What follows belongs to an exercise in optimizing a design on an open flow for small area, a short achievable clock period and few clock cycles per item; a production flow would make more cautious choices.
In this exercise RTL edits were held to simulation tests only and were not proved equivalent to the original.
Power is estimated from default activity; no workload was simulated.

==> design.v <==
`timescale 1ns/100ps
package cache_pkg;
    localparam int DATA_WIDTH   = 32;
    localparam int ADDRESS_BITS = 32;
    localparam int BYTE_LANES   = DATA_WIDTH / 8;
    typedef logic [DATA_WIDTH-1:0]   word_t;
    typedef logic [ADDRESS_BITS-1:0] addr_t;
    typedef logic [BYTE_LANES-1:0]   byte_en_t;
    typedef logic [3:0]              msg_t;
    localparam msg_t NO_REQ   = 4'd0;
    localparam msg_t R_REQ    = 4'd1;
    localparam msg_t WB_REQ   = 4'd2;
    localparam msg_t FLUSH    = 4'd3;
    localparam msg_t MEM_RESP = 4'd4;
    typedef enum logic [3:0] {
        RESET,
        IDLE,
        CACHE_ACCESS,
        WRITE_BACK,
        WB_WAIT,
        READ_STATE,
        WAIT,
        UPDATE,
        SRV_FLUSH_REQ,
        WAIT_FLUSH_REQ
    } ctrl_state_t;
endpackage
`timescale 1ns/100ps
import cache_pkg::*;
module cache_arrays #(
    parameter int INDEX_BITS = 4,
    parameter int TAG_BITS   = cache_pkg::ADDRESS_BITS - 2 - INDEX_BITS
) (
    input  logic                          clock,
    input  logic                          arst_n,
    input  logic                          bus_lookup,
    input  logic                          bus_write_en,
    input  logic                          bus_invalidate,
    input  logic [INDEX_BITS-1:0]         bus_index,
    input  logic [TAG_BITS-1:0]           bus_tag,
    input  logic [cache_pkg::DATA_WIDTH-1:0] bus_wdata,
    input  logic                          bus_dirty_in,
    output logic [cache_pkg::DATA_WIDTH-1:0] bus_rdata,
    output logic [TAG_BITS-1:0]           bus_tag_out,
    output logic                          bus_hit,
    output logic                          bus_dirty_out
);
    localparam int DEPTH    = 1 << INDEX_BITS;
    logic [DEPTH-1:0]    valid_bits;
    logic [DEPTH-1:0]    dirty_bits;
    logic [TAG_BITS-1:0] tag_mem [0:DEPTH-1];
    cache_pkg::word_t               data_mem [0:DEPTH-1];
    logic                entry_valid;
    logic                tag_match;
    assign entry_valid = valid_bits[bus_index];
    assign tag_match   = (tag_mem[bus_index] == bus_tag);
    always_ff @(posedge clock or negedge arst_n) begin
        if (!arst_n) begin
            valid_bits <= '0;
        end else if (bus_invalidate) begin
            valid_bits[bus_index] <= 1'b0;
        end else if (bus_write_en) begin
            valid_bits[bus_index] <= 1'b1;
        end
    end
    always_ff @(posedge clock) begin
        if (bus_write_en) begin
            tag_mem[bus_index]    <= bus_tag;
            data_mem[bus_index]   <= bus_wdata;
            dirty_bits[bus_index] <= bus_dirty_in;
        end
    end
    always_ff @(posedge clock or negedge arst_n) begin
        if (!arst_n) begin
            bus_hit       <= 1'b0;
            bus_dirty_out <= 1'b0;
        end else if (bus_lookup) begin
            bus_hit       <= entry_valid & tag_match;
            bus_dirty_out <= entry_valid & dirty_bits[bus_index];
        end
    end
    always_ff @(posedge clock) begin
        if (bus_lookup) begin
            bus_rdata   <= data_mem[bus_index];
            bus_tag_out <= tag_mem[bus_index];
        end
    end
endmodule
`timescale 1ns/100ps
import cache_pkg::*;
module cache_controller #(
    parameter int INDEX_BITS = 4,
    parameter int TAG_BITS   = cache_pkg::ADDRESS_BITS - 2 - INDEX_BITS
) (
    input  logic              clock,
    input  logic              arst_n,
    input  logic              read,
    input  logic              write,
    input  logic              flush,
    input  cache_pkg::addr_t             address,
    input  cache_pkg::word_t             data_in,
    input  cache_pkg::byte_en_t          byte_en,
    output logic              ready,
    output logic              valid,
    output cache_pkg::word_t             data_out,
    output cache_pkg::msg_t              cache2mem_msg,
    output cache_pkg::addr_t             cache2mem_address,
    output cache_pkg::word_t             cache2mem_data,
    input  cache_pkg::msg_t              mem2cache_msg,
    input  cache_pkg::word_t             mem2cache_data,
    output logic              bus_lookup,
    output logic              bus_write_en,
    output logic              bus_invalidate,
    output logic [INDEX_BITS-1:0] bus_index,
    output logic [TAG_BITS-1:0]   bus_tag,
    output cache_pkg::word_t  bus_wdata,
    output logic              bus_dirty_in,
    input  cache_pkg::word_t  bus_rdata,
    input  logic [TAG_BITS-1:0]   bus_tag_out,
    input  logic              bus_hit,
    input  logic              bus_dirty_out
);
    cache_pkg::ctrl_state_t           state;
    logic [INDEX_BITS-1:0] reset_counter;
    logic                  req_read;
    logic                  req_write;
    logic                  req_flush;
    cache_pkg::addr_t                 req_address;
    cache_pkg::word_t                 req_data;
    cache_pkg::byte_en_t              req_byte_en;
    logic                  victim_dirty;
    logic [TAG_BITS-1:0]   victim_tag;
    cache_pkg::word_t                 victim_data;
    cache_pkg::word_t                 mem_word;
    logic                  one_request;
    logic                  accept;
    logic                  mem_resp;
    logic                  read_hit;
    logic [INDEX_BITS-1:0] address_index;
    logic [TAG_BITS-1:0]   address_tag;
    logic [INDEX_BITS-1:0] req_index;
    logic [TAG_BITS-1:0]   req_tag;
    cache_pkg::addr_t                 req_line_address;
    cache_pkg::word_t                 merge_base;
    assign address_index    = address[2 +: INDEX_BITS];
    assign address_tag      = address[ADDRESS_BITS-1 -: TAG_BITS];
    assign req_index        = req_address[2 +: INDEX_BITS];
    assign req_tag          = req_address[ADDRESS_BITS-1 -: TAG_BITS];
    assign req_line_address = {req_address[ADDRESS_BITS-1:2], 2'b00};
    assign one_request = (read & ~write & ~flush) | (~read & write & ~flush) |
                         (~read & ~write & flush);
    assign mem_resp    = (mem2cache_msg == MEM_RESP);
    assign read_hit = (state == CACHE_ACCESS) & req_read & bus_hit;
    assign ready    = (state == IDLE) | read_hit;
    assign accept   = ready & one_request;
    assign valid    = read_hit | ((state == UPDATE) & req_read);
    assign data_out = !valid ? '0 : (state == UPDATE) ? mem_word : bus_rdata;
    always_ff @(posedge clock or negedge arst_n) begin
        if (!arst_n) begin
            state         <= RESET;
            reset_counter <= '0;
            req_read      <= 1'b0;
            req_write     <= 1'b0;
            req_flush     <= 1'b0;
            victim_dirty  <= 1'b0;
            cache2mem_msg <= NO_REQ;
        end else begin
            if (accept) begin
                req_read  <= read;
                req_write <= write;
                req_flush <= flush;
            end
            case (state)
                RESET: begin
                    reset_counter <= reset_counter + 1'b1;
                    if (&reset_counter) begin
                        state <= IDLE;
                    end
                end
                IDLE: begin
                    if (accept) begin
                        state <= CACHE_ACCESS;
                    end
                end
                CACHE_ACCESS: begin
                    victim_dirty <= bus_dirty_out;
                    if (req_flush) begin
                        state <= bus_hit ? SRV_FLUSH_REQ : IDLE;
                    end else if (bus_hit) begin
                        state <= accept ? CACHE_ACCESS : IDLE;
                    end else begin
                        state <= bus_dirty_out ? WRITE_BACK : READ_STATE;
                    end
                end
                WRITE_BACK: begin
                    cache2mem_msg <= WB_REQ;
                    state         <= WB_WAIT;
                end
                WB_WAIT: begin
                    if (mem_resp) begin
                        cache2mem_msg <= NO_REQ;
                        state         <= READ_STATE;
                    end
                end
                READ_STATE: begin
                    cache2mem_msg <= R_REQ;
                    state         <= WAIT;
                end
                WAIT: begin
                    if (mem_resp) begin
                        cache2mem_msg <= NO_REQ;
                        state         <= UPDATE;
                    end
                end
                UPDATE: begin
                    state <= IDLE;
                end
                SRV_FLUSH_REQ: begin
                    if (victim_dirty) begin
                        cache2mem_msg <= FLUSH;
                        state         <= WAIT_FLUSH_REQ;
                    end else begin
                        state <= IDLE;
                    end
                end
                WAIT_FLUSH_REQ: begin
                    if (mem_resp) begin
                        cache2mem_msg <= NO_REQ;
                        state         <= IDLE;
                    end
                end
                default: begin
                    state <= IDLE;
                end
            endcase
        end
    end
    always_ff @(posedge clock) begin
        if (accept) begin
            req_address <= address;
            req_data    <= data_in;
            req_byte_en <= byte_en;
        end
        if (state == CACHE_ACCESS) begin
            victim_tag  <= bus_tag_out;
            victim_data <= bus_rdata;
        end
        if ((state == WAIT) && mem_resp) begin
            mem_word <= mem2cache_data;
        end
        if (state == WRITE_BACK) begin
            cache2mem_address <= {victim_tag, req_index, 2'b00};
            cache2mem_data    <= victim_data;
        end else if (state == READ_STATE) begin
            cache2mem_address <= req_line_address;
            cache2mem_data    <= '0;
        end else if ((state == SRV_FLUSH_REQ) && victim_dirty) begin
            cache2mem_address <= req_line_address;
            cache2mem_data    <= victim_data;
        end
    end
    assign bus_lookup     = accept;
    assign bus_write_en   = ((state == CACHE_ACCESS) & req_write & bus_hit) |
                            (state == UPDATE);
    assign bus_invalidate = (state == RESET) |
                            ((state == SRV_FLUSH_REQ) & ~victim_dirty) |
                            ((state == WAIT_FLUSH_REQ) & mem_resp);
    assign bus_dirty_in   = req_write;
    assign bus_index = (state == RESET) ? reset_counter :
                       accept ? address_index : req_index;
    assign bus_tag   = accept ? address_tag : req_tag;
    assign merge_base = (state == UPDATE) ? mem_word : bus_rdata;
    always_comb begin
        bus_wdata = merge_base;
        for (int i = 0; i < BYTE_LANES; i++) begin
            if (req_write && req_byte_en[i]) begin
                bus_wdata[8*i +: 8] = req_data[8*i +: 8];
            end
        end
    end
endmodule
`timescale 1ns/100ps
module l1_cache #(
    parameter int INDEX_BITS = 4
) (
    input  logic        clock,
    input  logic        arst_n,
    input  logic        read,
    input  logic        write,
    input  logic        flush,
    input  logic [31:0] address,
    input  logic [31:0] data_in,
    input  logic [3:0]  byte_en,
    input  logic [3:0]  mem2cache_msg,
    input  logic [31:0] mem2cache_data,
    output logic        ready,
    output logic        valid,
    output logic [31:0] data_out,
    output logic [3:0]  cache2mem_msg,
    output logic [31:0] cache2mem_address,
    output logic [31:0] cache2mem_data
);
    localparam int TAG_BITS = cache_pkg::ADDRESS_BITS - 2 - INDEX_BITS;
    logic                  array_lookup;
    logic                  array_write_en;
    logic                  array_invalidate;
    logic [INDEX_BITS-1:0] array_index;
    logic [TAG_BITS-1:0]   array_tag;
    logic [31:0]           array_wdata;
    logic                  array_dirty_in;
    logic [31:0]           array_rdata;
    logic [TAG_BITS-1:0]   array_tag_out;
    logic                  array_hit;
    logic                  array_dirty_out;
    cache_controller #(
        .INDEX_BITS(INDEX_BITS)
    ) controller_inst (
        .clock             (clock),
        .arst_n            (arst_n),
        .read              (read),
        .write             (write),
        .flush             (flush),
        .address           (address),
        .data_in           (data_in),
        .byte_en           (byte_en),
        .ready             (ready),
        .valid             (valid),
        .data_out          (data_out),
        .cache2mem_msg     (cache2mem_msg),
        .cache2mem_address (cache2mem_address),
        .cache2mem_data    (cache2mem_data),
        .mem2cache_msg     (mem2cache_msg),
        .mem2cache_data    (mem2cache_data),
        .bus_lookup        (array_lookup),
        .bus_write_en      (array_write_en),
        .bus_invalidate    (array_invalidate),
        .bus_index         (array_index),
        .bus_tag           (array_tag),
        .bus_wdata         (array_wdata),
        .bus_dirty_in      (array_dirty_in),
        .bus_rdata         (array_rdata),
        .bus_tag_out       (array_tag_out),
        .bus_hit           (array_hit),
        .bus_dirty_out     (array_dirty_out)
    );
    cache_arrays #(
        .INDEX_BITS(INDEX_BITS)
    ) arrays_inst (
        .clock          (clock),
        .arst_n         (arst_n),
        .bus_lookup     (array_lookup),
        .bus_write_en   (array_write_en),
        .bus_invalidate (array_invalidate),
        .bus_index      (array_index),
        .bus_tag        (array_tag),
        .bus_wdata      (array_wdata),
        .bus_dirty_in   (array_dirty_in),
        .bus_rdata      (array_rdata),
        .bus_tag_out    (array_tag_out),
        .bus_hit        (array_hit),
        .bus_dirty_out  (array_dirty_out)
    );
endmodule
==> run.sh <==
#!/bin/bash
# synth_recipe.tcl (not shown) runs the flow's synth.tcl, then flattens the netlist and writes it again
# the make line also repeats each setting of config.mk as NAME=value (left out here)
make -C /OpenROAD-flow-scripts/flow DESIGN_CONFIG=/design/flow/config.mk WORK_HOME=/design/flow/orfs CLKGATE_MAP_FILE= SYNTH_SCRIPT=/design/flow/synth_recipe.tcl finish
==> config.mk <==
export PLATFORM = sky130hd
export DESIGN_NAME = l1_cache
export DESIGN_NICKNAME = l1_cache
export VERILOG_FILES = /design/flow/design.v
export SDC_FILE = /design/flow/constraint.sdc
export NUM_CORES = 4
export LEC_CHECK = 0
export CAP_MARGIN = 20
export CORE_MARGIN = 2
export CORE_UTILIZATION = 40
export SLEW_MARGIN = 20
==> constraint.sdc <==
create_clock -name core_clock -period 5.0 [get_ports {clock}]
set_input_delay 1.0000 -clock core_clock [delete_from_list [all_inputs] [get_ports {clock}]]
set_output_delay 1.0000 -clock core_clock [all_outputs]
set_load 0.01 [all_outputs]
==> run_results.csv <==
group,metric,value,unit
timing,hold_viol,0,
global_route,grt_pass1_vias,31614,
clock_network,cts_buffer_depth,3,
global_route,antenna_found_initial,5,
detailed_routing,first_iter_violations,3535,
synthesis,synth.distinct_cells,83,
clock_network,cts_setup_buffers,0,
synthesis,synth_seq_area_share,0.737,
clock_network,cts_tree,"done",
setup_path,cp_max_fo,6,
timing,maxSlewViolCount,0,
hold_path,hold_path_class,"flip-flop to flip-flop",
floorplan,die_area,0.130,mm²
timing,fmax,211,MHz
synthesis,synth_top_area_share,0.722,
synthesis,syn_area_per_cell,13.9,µm²
floorplan,io_pins,211,
synthesis,synth_ff_type,"edfxtp_1",
layout,syn_to_final_growth,21.9,%
floorplan,rows,130,
global_route,overflow,0,
synthesis,async_reset_ff_frac,0.0256,
global_route,grt_use_total,0.214,
run,maxCapViolations,0,
clock_network,cts_buffers,136,
setup_path,slowest_delay,610,ps
placement,placed_area,0.0577,mm²
timing,final.setup.worst_slack,264,ps
detailed_routing,drt-vias-per-instance,5.56,
detailed_routing,via_count,32702,
clock_network,cts.htree.levels,4,
power_and_ir_drop,ir_worst_vdd,0.444,mV
setup_path,end_kind,"flip-flop",
setup_path,worstSetupPathType,"input port to flip-flop",
clock_network,clkLatencyLatePin,770,ps
floorplan,coreArea,0.126,mm²
timing,worst_slew_pin_slew,1110,ps
timing,period_share,0.947,
timing,period_needed,4740,ps
setup_path,crit_chain,"clkdlybuf4s50_1, xor2_1, o21a_1, buf_12, a31o_4, nor2_4, buf_4, nor2_2, a32o_1, o21ai_0, buf_4, o21ai_0, or4_1, a2111o_1, o31ai_1, buf_4",
timing,fin_skew,27.3,ps
synthesis,synth-seq-cells,1252,
detailed_routing,postRouteAntennaNets,0,
global_route,grt_max_degree,190,
layout,nets,4234,
setup_path,cp_num_buf_inv,5,
setup_path,crit_arrival,5440,ps
run_status,status,"timing/DRC/antenna clean",
layout,final_util,0.492,
detailed_routing,first_pass_iters,6,
placement,place_ws,-447,ps
power_and_ir_drop,p_leak,21.8,nW
clock_network,cts.clk_slew.worst_paths,60,ps
clock_network,ctsResizeCount,0,
timing,setup_tns,0,ps
synthesis,syn_area,0.0508,mm²
detailed_routing,wl_per_cell,23.9,µm
setup_path,worstSetupStartpointType,"input port",
layout,drive_gt1_frac,0.160,
layout,final_cell_area,0.0619,mm²
detailed_routing,routed_wl,141000,µm
placement,numPortBuffers,204,
floorplan,initial_utilization,0.404,
synthesis,synthCells,3644,
synthesis,yosysWarnings,2,
synthesis,synth-edff-count,1220,
power_and_ir_drop,p_per_area,649,mW/mm²
timing,setup_viol,0,
setup_path,crit_required,5710,ps
floorplan,die_x,360,µm
setup_path,cpLargestDelayFamily,"compound AO/OA/AOI/OAI gates",
timing,worst_slew_margin_rel,0.257,
clock_network,root_buffer,"clkbuf_16",
timing,rsz0062_at_grt,"false",
detailed_routing,route.detailed.drc,0,
setup_path,critPathSlowestCell,"or4_1",
setup_path,crit_path_frequent_cell,"buf_4",
placement,hpwl,86200,µm
clock_network,cts_sinks,1252,
placement,gp_congestion,0.957,
floorplan,die_y,360,µm
global_route,grt_first_pass_wirelength,208000,µm
synthesis,yosys-top-cells-area,"edfxtp_1 (72%), nand2_1 (5.6%), nand3_1 (3.0%)",
synthesis,yosysTopAreaCell,"edfxtp_1",
clock_network,hold_buffers,0,
==> logic make-up (layout without fill, tap and decap cells) <==
logic type,count (synthesis),count (layout),synth area share
AND/OR/NAND/NOR,1382,1382,0.119
multiplexers,203,203,0.0414
other,1,5,0.0000739
XOR/XNOR,29,29,0.00500
flip-flops,1252,1252,0.737
buffers and inverters,264,844,0.0228
AO/OA/AOI/OAI,507,507,0.0733
adder cells (fa/ha/maj),6,6,0.00148
==> synthesized netlist by cell type (7+ instances only) <==
master	n
nor3_1	17
buf_4	10
a22o_1	21
a221oi_1	28
clkbuf_1	148
buf_2	42
and3_1	74
a2111oi_0	10
a32oi_1	7
a311oi_1	70
xnor2_1	23
mux2_2	47
a21oi_1	100
dfrtp_1	32
nand4_1	7
a32o_1	16
a31oi_1	79
buf_1	30
a211oi_1	36
a22oi_1	10
inv_1	23
nor2b_1	35
nor2_1	144
mux2i_1	151
o211ai_1	8
edfxtp_1	1220
nand2_1	761
nand3_1	307
o21ai_0	38
==> layer usage <==
metal,part of all wire,track usage,routed length (µm),vias up
met5,0,0,0,-
met4,0.027,0.0689,3850,0
met3,0.074,0.0395,10400,237
met2,0.45,0.327,63500,1280
met1,0.45,0.311,62700,16410
li1,-,-,-,14775
==> cells in the final DEF, fill, tap and decap left out, drive strengths merged, types with 7 or more instances in the layout <==
cell type,count
xnor2,23
and3,74
a221oi,32
nor3,18
nand4,7
nor2b,35
a311oi,70
clkbuf,175
a21oi,100
o21ai,42
a31oi,80
a2111oi,10
dfrtp,32
nand2,762
edfxtp,1220
o211ai,8
a211oi,36
nand3,307
inv,34
buf,365
a22oi,10
nor2,147
mux2i,151
clkdlybuf4s50,204
nor4,7
clkinv,61
a32oi,7
a22o,21
a32o,16
mux2,52
==> worst paths after layout <==
path / depth (start not counted) / startpoint / slack (ps) / to
worst min-delay path: 0 / arrays_inst.bus_tag_out[9]$_DFFE_PN_ / 410 / controller_inst.victim_tag[9]$_DFFE_PN_
worst max register to register: 15 / controller_inst.state[1]$_DFFE_PN0P_ / 440 / arrays_inst.bus_hit$_DFFE_PN0N_
max in group asynchronous: 2 / arst_n / 4030 / arrays_inst.bus_hit$_DFFE_PN0N_
worst min register to register: 0 / arrays_inst.bus_tag_out[9]$_DFFE_PN_ / 410 / controller_inst.victim_tag[9]$_DFFE_PN_
worst max-delay path: 16 / read / 260 / arrays_inst.bus_hit$_DFFE_PN0N_
min in group asynchronous: 2 / arst_n / 630 / controller_inst.cache2mem_msg[0]$_DFFE_PN0P_
==> registers in the layout, indices dropped and copies added (netlist names), 2 cells and up, named ones only <==
name,count
controller_inst.cache2mem_msg,2
controller_inst.req_address,30
controller_inst.reset_counter,4
controller_inst.cache2mem_data,32
controller_inst.mem_word,32
controller_inst.cache2mem_address,30
controller_inst.req_data,32
controller_inst.req_byte_en,4
controller_inst.victim_tag,26
arrays_inst.data_mem,512
arrays_inst.bus_rdata,32
arrays_inst.bus_tag_out,26
arrays_inst.tag_mem,416
arrays_inst.dirty_bits,16
controller_inst.victim_data,32
controller_inst.state,4
==> report_power, final <==
| part | switching (W) | internal, W | leakage [nW] |
|---|---|---|---|
| sequential | 0.000343 | 0.0138 | 11.4 |
| combinational | 0.0107 | 0.00605 | 8.38 |
| clock | 0.00411 | 0.00521 | 2.00 |
==> layout make-up <==
cell class              instances  area, µm²
well taps                    1650       2060
clock inverters                74        534
fillers                     10683      63800
diodes                          1       2.50
multi-input cells            2131      12500
flip-flops and latches       1252      37400
clock buffers                 172       3580
repair buffers                572       5690
inverters                      26        115
==> through the flow <==
stage	cells	hold slack, ps	total power, W
after floorplan	3647	400	0.0236
after global placement	5627	402	0.0307
after detailed placement	5628	405	0.0309
after CTS	5874	417	0.0402
after global routing	5877	424	0.0421
final	5878	414	0.0402
Testbench counts, summed over its fixed seeds: cycles 75,710, items 12,000.

-- port drivers added, routing unchanged --
The results above use ideal ports. As a check the final layout listed here was re-extracted and re-timed, cells and wires unchanged. Step 1 (the two cells are an assumption about what drives the block):
set clk [get_ports {clock}]
set_driving_cell -lib_cell sky130_fd_sc_hd__clkbuf_16 $clk
set_driving_cell -lib_cell sky130_fd_sc_hd__buf_2 [delete_from_list [all_inputs] $clk]
Step 2 times the ports against the registers' clock, not the clock port: input delays grow and output delays shrink by t, the midpoint of the rising clock arrivals with the driver on. a / b / c = no drivers / after step 1 / after step 2; a / b = the first two.
t, ns: 0.837
slack for setup (ns): 0.264 / 0.310 / -0.527
worst setup path after step 2: input to register
worst slew at a driven data input, ns: 0.13
With both steps, setup timing fails in this run, where it was met with ideal ports. The setup slack of this run moves by +0.046 ns with the drivers and by -0.791 ns with both steps.
